Context: an optimization exercise on an open-source flow, tuned for small area and few clock cycles per item. The choices shown serve that exercise and are no tape-out recipe. In this exercise RTL edits were held to simulation tests only and were not proved equivalent to the original. Power and IR drop assume default switching activity.

**run.sh**
```bash
#!/bin/bash
# synth_recipe.tcl (not shown) runs the flow's synth.tcl, then flattens the netlist and writes it again
# the make line also repeats each setting of config.mk as NAME=value (left out here)
make -C /OpenROAD-flow-scripts/flow DESIGN_CONFIG=/design/flow/config.mk WORK_HOME=/design/flow/orfs CLKGATE_MAP_FILE= SYNTH_SCRIPT=/design/flow/synth_recipe.tcl finish
```
**config.mk**
```make
export PLATFORM = sky130hd
export DESIGN_NAME = threshold_outer_boundary_marker
export DESIGN_NICKNAME = threshold_outer_boundary_marker
export VERILOG_FILES = /design/flow/design.v
export SDC_FILE = /design/flow/constraint.sdc
export NUM_CORES = 4
export LEC_CHECK = 0
export CAP_MARGIN = 35
export CORE_MARGIN = 2
export CORE_UTILIZATION = 40
export PLACE_DENSITY = 0.6
export SLEW_MARGIN = 45
```
**constraint.sdc**
```tcl
create_clock -name core_clock -period 8.0 [get_ports {clk}]
set_input_delay 1.6000 -clock core_clock [delete_from_list [all_inputs] [get_ports {clk}]]
set_output_delay 1.6000 -clock core_clock [all_outputs]
set_load 0.01 [all_outputs]
```
**design.v**
```verilog
`default_nettype none
package tobm_pkg;
  localparam int MAX_WIDTH  = 1024;
  localparam int COL_W      = $clog2(MAX_WIDTH);
  localparam int IWIDTH_W   = 11;
  localparam int LW         = (COL_W + 1 > IWIDTH_W) ? COL_W + 1 : IWIDTH_W;
  localparam int CH_W       = 8;
  localparam int SUM_W      = 10;
  localparam int THRESH_W   = 10;
  localparam int COLUMN_W   = 10;
  localparam int ROWS_W     = 2;
  localparam int CFG_IDX_W  = 2;
  localparam int CFG_DATA_W = 11;
  localparam logic [THRESH_W-1:0] THRESHOLD_RESET = THRESH_W'(300);
  localparam logic [IWIDTH_W-1:0] WIDTH_RESET     = IWIDTH_W'(650);
  localparam logic [ROWS_W-1:0]   ROWS_FULL       = ROWS_W'(2);
  typedef enum logic [CFG_IDX_W-1:0] {
    REG_SUM_THRESHOLD = CFG_IDX_W'(0),
    REG_IMAGE_WIDTH   = CFG_IDX_W'(1)
  } cfg_reg_t;
  typedef struct packed {
    logic fg;
    logic up;
  } line_bits_t;
  localparam int LINE_BITS_W = 2;   
  typedef struct packed {
    logic [COL_W-1:0] col;
    logic             first_col;
    logic             last_col;
    logic             rows_valid;
    logic             top;
    logic             center;
    logic             upper;
    logic             left;
    logic             right;
  } win_t;
endpackage
`default_nettype wire
`default_nettype none
module tobm_ram #(
  parameter int WIDTH = 2,
  parameter int DEPTH = 1024
) (
  input  wire logic                     clk,
  input  wire logic                     we,
  input  wire logic [$clog2(DEPTH)-1:0] waddr,
  input  wire logic [WIDTH-1:0]         wdata,
  input  wire logic [$clog2(DEPTH)-1:0] raddr,
  output logic      [WIDTH-1:0]         rdata
);
  logic [WIDTH-1:0] mem [DEPTH];
  always_ff @(posedge clk) begin
    if (we) begin
      mem[waddr] <= wdata;
    end
    rdata <= mem[raddr];
  end
endmodule
`default_nettype wire
`default_nettype none
import tobm_pkg::*;
module tobm_cfg_regs (
  input  wire logic                    clk,
  input  wire logic                    rst_n,
  input  wire logic                    cfg_valid,
  output logic                         cfg_ready,
  input  wire logic [tobm_pkg::CFG_IDX_W-1:0]  cfg_index,
  input  wire logic [tobm_pkg::CFG_DATA_W-1:0] cfg_data,
  output logic [tobm_pkg::THRESH_W-1:0] sum_threshold,
  output logic [tobm_pkg::IWIDTH_W-1:0] image_width
);
  logic [THRESH_W-1:0] thr_r;
  logic [THRESH_W-1:0] thr_nxt;
  logic [IWIDTH_W-1:0] width_r;
  logic [IWIDTH_W-1:0] width_nxt;
  assign cfg_ready = 1'b1;
  always_comb begin
    thr_nxt   = thr_r;
    width_nxt = width_r;
    if (cfg_valid) begin
      case (cfg_index)
        REG_SUM_THRESHOLD: thr_nxt   = cfg_data[THRESH_W-1:0];
        REG_IMAGE_WIDTH:   width_nxt = cfg_data[IWIDTH_W-1:0];
        default:           ;
      endcase
    end
  end
  always_ff @(posedge clk) begin
    if (!rst_n) begin
      thr_r   <= THRESHOLD_RESET;
      width_r <= WIDTH_RESET;
    end else begin
      thr_r   <= thr_nxt;
      width_r <= width_nxt;
    end
  end
  assign sum_threshold = thr_r;
  assign image_width   = width_r;
endmodule
`default_nettype wire
`default_nettype none
import tobm_pkg::*;
module tobm_window (
  input  wire logic                     clk,
  input  wire logic                     rst_n,
  input  wire logic [tobm_pkg::IWIDTH_W-1:0] image_width,
  input  wire logic                     step,
  input  wire logic                     flush,
  input  wire logic                     cur,
  output tobm_pkg::win_t                win
);
  logic [COL_W-1:0]  cnt_r;
  logic [COL_W-1:0]  cnt_nxt;
  logic [ROWS_W-1:0] rows_r;
  logic [ROWS_W-1:0] rows_nxt;
  logic [COL_W-1:0]  rd_addr_r;
  logic [COL_W-1:0]  rd_addr;
  logic              fwd_r;
  tobm_pkg::line_bits_t        fwd_bits_r;
  tobm_pkg::line_bits_t        e0_r;
  tobm_pkg::line_bits_t        cen_r;
  logic              left_r;
  tobm_pkg::line_bits_t        rd_data;
  tobm_pkg::line_bits_t        center;
  tobm_pkg::line_bits_t        right;
  tobm_pkg::line_bits_t        wr_bits;
  logic [LW-1:0]     w_ext;
  logic [LW-1:0]     w_act;
  logic [LW-1:0]     col_ext;
  logic              last;
  logic              first;
  always_comb begin
    w_ext = LW'(image_width);
    if (w_ext == '0) begin
      w_act = LW'(1);
    end else if (w_ext > LW'(MAX_WIDTH)) begin
      w_act = LW'(MAX_WIDTH);
    end else begin
      w_act = w_ext;
    end
    col_ext = LW'(cnt_r);
    last    = (col_ext + LW'(1)) >= w_act;
    first   = (cnt_r == '0);
  end
  assign center     = first ? e0_r : cen_r;
  assign right      = fwd_r ? fwd_bits_r : rd_data;
  assign wr_bits.fg = cur;
  assign wr_bits.up = center.fg;
  always_comb begin
    cnt_nxt  = cnt_r;
    rows_nxt = rows_r;
    rd_addr  = rd_addr_r;
    if (step) begin
      if (last) begin
        cnt_nxt = '0;
        rd_addr = COL_W'(1);
        if (flush) begin
          rows_nxt = '0;
        end else if (rows_r < ROWS_FULL) begin
          rows_nxt = rows_r + ROWS_W'(1);
        end
      end else begin
        cnt_nxt = cnt_r + COL_W'(1);
        rd_addr = cnt_r + COL_W'(2);
      end
    end
  end
  tobm_ram #(
    .WIDTH (LINE_BITS_W),
    .DEPTH (MAX_WIDTH)
  ) u_line_ram (
    .clk   (clk),
    .we    (step),
    .waddr (cnt_r),
    .wdata (wr_bits),
    .raddr (rd_addr),
    .rdata (rd_data)
  );
  always_ff @(posedge clk) begin
    if (!rst_n) begin
      cnt_r     <= '0;
      rows_r    <= '0;
      rd_addr_r <= COL_W'(1);
      fwd_r     <= 1'b0;
    end else begin
      cnt_r     <= cnt_nxt;
      rows_r    <= rows_nxt;
      rd_addr_r <= rd_addr;
      fwd_r     <= step && (cnt_r == rd_addr);
    end
  end
  always_ff @(posedge clk) begin
    fwd_bits_r <= wr_bits;
    if (step) begin
      left_r <= center.fg;
      if (!last) begin
        cen_r <= right;
      end
      if (first) begin
        e0_r <= wr_bits;
      end
    end
  end
  always_comb begin
    win.col        = cnt_r;
    win.first_col  = first;
    win.last_col   = last;
    win.rows_valid = (rows_r != '0);
    win.top        = (rows_r == ROWS_W'(1));
    win.center     = center.fg;
    win.upper      = center.up;
    win.left       = left_r;
    win.right      = right.fg;
  end
endmodule
`default_nettype wire
`default_nettype none
import tobm_pkg::*;
module threshold_outer_boundary_marker (
  input  wire logic clk,
  input  wire logic rst_n,
  input  wire logic                           in_valid,
  output logic                                in_ready,
  input  wire logic [tobm_pkg::CH_W-1:0]      in_red,
  input  wire logic [tobm_pkg::CH_W-1:0]      in_green,
  input  wire logic [tobm_pkg::CH_W-1:0]      in_blue,
  input  wire logic                           in_flush,
  output logic                                out_valid,
  input  wire logic                           out_ready,
  output logic                                out_edge,
  output logic [tobm_pkg::COLUMN_W-1:0]       out_column,
  output logic                                out_frame_end,
  input  wire logic                           cfg_valid,
  output logic                                cfg_ready,
  input  wire logic [tobm_pkg::CFG_IDX_W-1:0]  cfg_index,
  input  wire logic [tobm_pkg::CFG_DATA_W-1:0] cfg_data
);
  logic [THRESH_W-1:0] sum_threshold;
  logic [IWIDTH_W-1:0] image_width;
  tobm_pkg::win_t              win;
  logic [SUM_W-1:0]    sum;
  logic                cur;
  logic                in_acc;
  logic                step;
  logic                produce;
  logic                edge_nxt;
  logic [LW-1:0]       col_ext;
  logic                out_valid_r;
  logic                out_valid_nxt;
  logic                out_edge_r;
  logic [COLUMN_W-1:0] out_column_r;
  logic                out_frame_end_r;
  tobm_cfg_regs u_cfg_regs (
    .clk           (clk),
    .rst_n         (rst_n),
    .cfg_valid     (cfg_valid),
    .cfg_ready     (cfg_ready),
    .cfg_index     (cfg_index),
    .cfg_data      (cfg_data),
    .sum_threshold (sum_threshold),
    .image_width   (image_width)
  );
  assign in_ready     = !out_valid_r || out_ready;
  assign in_acc       = in_valid && in_ready;
  assign step         = in_acc && !(in_flush && !win.rows_valid);
  assign produce      = step && win.rows_valid;
  assign sum = SUM_W'(in_red) + SUM_W'(in_green) + SUM_W'(in_blue);
  assign cur = !in_flush && (sum >= sum_threshold);
  tobm_window u_window (
    .clk         (clk),
    .rst_n       (rst_n),
    .image_width (image_width),
    .step        (step),
    .flush       (in_flush),
    .cur         (cur),
    .win         (win)
  );
  always_comb begin
    if (win.center) begin
      edge_nxt = win.top || in_flush || win.first_col || win.last_col;
    end else begin
      edge_nxt = (!win.top && win.upper) || cur ||
                 (!win.first_col && win.left) || (!win.last_col && win.right);
    end
    col_ext = LW'(win.col);
  end
  always_comb begin
    out_valid_nxt = out_valid_r;
    if (produce) begin
      out_valid_nxt = 1'b1;
    end else if (out_ready) begin
      out_valid_nxt = 1'b0;
    end
  end
  always_ff @(posedge clk) begin
    if (!rst_n) begin
      out_valid_r <= 1'b0;
    end else begin
      out_valid_r <= out_valid_nxt;
    end
  end
  always_ff @(posedge clk) begin
    if (produce) begin
      out_edge_r      <= edge_nxt;
      out_column_r    <= COLUMN_W'(col_ext);
      out_frame_end_r <= in_flush && win.last_col;
    end
  end
  assign out_valid     = out_valid_r;
  assign out_edge      = out_edge_r;
  assign out_column    = out_column_r;
  assign out_frame_end = out_frame_end_r;
endmodule
`default_nettype wire
```
==> results.txt <==
-- state kept, by name (all words and copies together), names as in the netlist, 10 cells and up --
register,cells
out_column_r,10
u_cfg_regs.width_r,11
u_window.cnt_r,10
u_cfg_regs.thr_r,10
u_window.u_line_ram.mem,2048
u_window.rd_addr_r,10
-- logic make-up (layout without fill, tap and decap cells) --
kind of cell    Yosys count  count (layout)  synth area share
simple gates           2913            2913            0.1383
flops                  2114            2114            0.7059
compound gates         1099            1099           0.08625
buf+inv                 617             811           0.02855
mux                     279             279           0.03135
fa+ha+maj                44              44          0.006927
xor+xnor                 27              27          0.002650
other cells               1              13        0.00004202
-- routing by layer --
metal  global-route usage  vias to the layer above
met5                    0                        -
li1                     -                    26410
met3              0.07689                      959
met4               0.1500                       18
met1               0.3778                    32370
met2               0.4226                     4685
-- power by group through the flow --
stage	sequential [µW]	combinational [µW]	clock, µW
3_3_place_gp	13000	2200	0
6_report	12700	2290	10000
3_5_place_dp	13000	2230	0
4_1_cts	12700	2240	10000
2_1_floorplan	13200	1200	0
5_1_grt	12700	2410	10400
-- area by class of cell --
type                            count  area (µm²)  area share
Antenna cell                       12       30.03   0.0002942
Clock buffer                      278        5771     0.05653
Clock inverter                    120        1109     0.01086
Inverter                           28       106.4    0.001042
Multi-Input combinational cell   4363       24470      0.2398
Sequential cell                  2114       62990      0.6171
Tap cell                         2975        3722     0.03647
Timing Repair Buffer              385        3871     0.03793
-- synthesized netlist by cell type (18+ instances only) --
library cell  number  area, µm²
a22oi_1           57      427.9
a211oi_1         249       1869
nand4_1           60      375.4
nor4_1            26      162.7
nand3_1          298       1491
buf_1             38      142.6
edfxtp_1        2065      62010
xnor2_1           18      157.7
a311oi_1          60      525.5
dfxtp_1           49      980.9
a32oi_1           42      367.9
nand2_1         1111       4170
mux2i_1          275       2753
buf_2            143      715.7
and3_1           214       1339
o21ai_0           72      360.4
a221oi_1          46      402.9
and2_1            27      168.9
a31oi_1          140      875.8
a21oi_1          194      970.9
inv_1             26      97.59
ha_1              35      437.9
nor3_1            27      135.1
nor2_1          1099       4125
o211ai_1          31      232.7
clkbuf_1         400       1501
o22ai_1           61      381.6
-- worst register-to-register path, cell delays in order, from the launching register on --
cell       delay [ps]
dfxtp_1           840
and3_1            630
nand4_1           180
xnor2_1           200
ha_1              310
nand3_1           310
a211oi_1          550
nor3_1            180
a21boi_0          160
buf_4             190
nor2_4            610
buf_4             500
nand3_1           720
a211oi_1          460
nor4_1            130
nand4_1           350
nor2_1             90
or4b_1            720
a2111oi_1         480
-- how the worst max path moves through the flow --
stage / end / cells past startpoint
floorplan: u_window.e0_r[1]$_DFFE_PP_ / 14
global placement: u_window.u_line_ram.rdata[0]$_DFF_P_ / 19
detailed placement: u_window.u_line_ram.rdata[1]$_DFF_P_ / 19
CTS: u_window.u_line_ram.rdata[1]$_DFF_P_ / 18
global route: u_window.u_line_ram.rdata[1]$_DFF_P_ / 18
finish: u_window.u_line_ram.rdata[1]$_DFF_P_ / 18
-- stage by stage --
stage / instances / hold WS, ps
final: 10280 / 456.3
after detailed placement: 9863 / 448.4
after global routing: 10260 / 482.4
after global placement: 9840 / 443.8
after floorplan: 7094 / 406.4
after CTS: 10260 / 456.9
==> flow_metrics.py <==
metrics = {
    "timing": {
        "finClkSkew_ps": 37.17,
        "relSlewSlack": 0.3580,
        "setup_violations": 0,
        "period_share": 0.9715,
        "tns_ps": 0,
        "fin_ws_ps": 227.7,
        "maxSlewViolCount": 0,
        "tightest_slew_ps": 962.9,
        "hold_viol_final": 0,
        "rsz0062_at_grt": "no",
        "finalCriticalPeriod_ps": 7772,
        "fmax_ghz": 0.1287,
    },
    "pwr": {
        "swShare": 0.2460,
        "leakage_uw": 0.03202,
        "p_sw_uw": 6157,
        "p_total_uw": 25030,
        "seq_power_share": 0.508,
        "pwr_density_cell_nw_per_um2": 245.2,
        "clkPwrFrac": 0.400,
        "combPwrFrac": 0.092,
        "intPower_uw": 18870,
        "ir_drop_uv": 205.6,
    },
    "placement": {
        "place_area_um2": 95050,
        "finalWeightedCongestion": 0.9575,
        "io_buffers": 56,
        "place_ws_ps": 636.1,
        "hpwlAfterDp_um": 202600,
    },
    "setup_path": {
        "startpoint_type": "register",
        "worstReg2RegEnd": "u_window.u_line_ram.rdata[1]$_DFF_P_",
        "endpoint_kind": "register",
        "worst_ep_arrival_time_ps": 8520,
        "crit_path_top_delay_cell": "dfxtp_1",
        "critPathKind": "reg -> reg",
        "regToRegSetupSlack_ps": 230,
        "r2r_start": "u_window.cnt_r[3]$_SDFFE_PN0P_",
        "slowest_delay_ps": 840,
        "path_delay_family": "simple AND/OR/NAND/NOR gates",
        "worstPathMaxFanout": 19,
        "cp_num_buf_inv": 2,
        "required_ps": 8750,
        "crit_path_start": "u_window.cnt_r[3]$_SDFFE_PN0P_",
        "reg2reg_depth": 18,
        "crit_chain": "and3_1 > nand4_1 > xnor2_1 > ha_1 > nand3_1 > a211oi_1 > nor3_1 > a21boi_0 > buf_4 > nor2_4 > buf_4 > nand3_1 > a211oi_1 > nor4_1 > nand4_1 > nor2_1 > or4b_1 > a2111oi_1",
    },
    "routing": {
        "viasPerCell": 6.272,
        "drtAntennaViolNets": 0,
        "wl_met1_um": 124300,
        "wl_met2_um": 145400,
        "via_count": 64440,
        "dr.pass1.iters": 8,
        "met3WireLength_um": 42920,
        "drt_iter0_drc": 10650,
        "highest_layer": "met5",
        "drc": 0,
        "wl_per_cell_um": 32.49,
        "drt-total-wl_um": 333800,
    },
    "die": {
        "num_rows": 173,
        "fp.coreArea_um2": 222100,
        "dieArea_um2": 226900,
        "die_width_um": 476.3,
        "die_height_um": 476.3,
        "io_pins": 58,
        "start_util": 0.4018,
    },
    "synthesis": {
        "synth_cells": 7094,
        "ys.flop_type": "edfxtp_1",
        "syn_area_um2": 89230,
        "synth-edff-count": 2065,
        "synth_nets": 7181,
        "synth_async_sr_flop_share": 0,
        "syn_avg_cell_area_um2": 12.58,
        "ys_seq_area_frac": 0.7059,
        "synth_seq_cells": 2114,
        "synth.yosys.warnings": 4,
        "synth_cell_types": 84,
    },
    "clocking": {
        "cts_resized": 0,
        "hold_buffers": 0,
        "cts.path.max_buffers": 3,
        "post_cts_buffers": 0,
        "cts_tree": "built",
        "cts_root_buf": "clkbuf_16",
        "path_clk_slew_ps": 60,
        "h-tree-depth": 4,
        "cts_made_buffers": 215,
        "cts_sinks": 2114,
        "clk_latency_ps": 890,
    },
    "final_layout": {
        "final_net_count": 7194,
        "final_common_cell": "edfxtp_1",
        "utilization": 0.4596,
        "syn2layout_area_growth_pct": 14.39,
        "final_cell_mix": "edfxtp_1, nand2_1, nor2_1",
        "drive_gt1_frac": 0.1029,
        "fill_cells": 19900,
        "stdcell_area_um2": 102100,
    },
    "worst_hold_path": {
        "holdCritPathClass": "reg -> reg",
        "holdPathStages": 2,
        "worstHoldStart": "u_cfg_regs.thr_r[6]$_SDFFE_PN0P_",
        "min_to": "u_cfg_regs.thr_r[6]$_SDFFE_PN0P_",
    },
    "global_routing": {
        "grt_pass1_wl_um": 460800,
        "overflow": 0,
        "grt_use_total": 0.2834,
        "antenna_found_initial": 24,
        "grt_pass1_vias": 60040,
        "grt_max_degree": 198,
    },
    "job": {
        "max-cap-violations": 0,
    },
    "status": {
        "status": "timing/DRC/antenna clean",
    },
}
Testbench counts, summed over its fixed seeds: cycles 70,032, pixels 70,024.

port drivers added, routing unchanged:
In the flow no input, the clock included, has a driving cell. The finished layout below was timed again as built, in two steps.
Step 1 (the two cells are an assumption about what drives the block):
set clk [get_ports {clk}]
set_driving_cell -lib_cell sky130_fd_sc_hd__clkbuf_16 $clk
set_driving_cell -lib_cell sky130_fd_sc_hd__buf_2 [delete_from_list [all_inputs] $clk]
Step 2 also shifts input and output timing later by t, the mid clock arrival at the registers, as if the neighbouring blocks saw the same clock.
Three values: ideal ports, drivers, drivers and shift; two values: the first two.
t, ns: 0.956
setup slack, ns: 0.228 / 0.228 / 0.228
hold WS [ns]: 0.456 / 0.456 / 0.456
worst setup path after step 2: register to register
worst data-port slew with drivers (ns): 0.04
After both steps setup and hold are still met in this run. For this run, drivers alone change the setup slack by 0.000 ns; drivers and shift together by 0.000 ns.
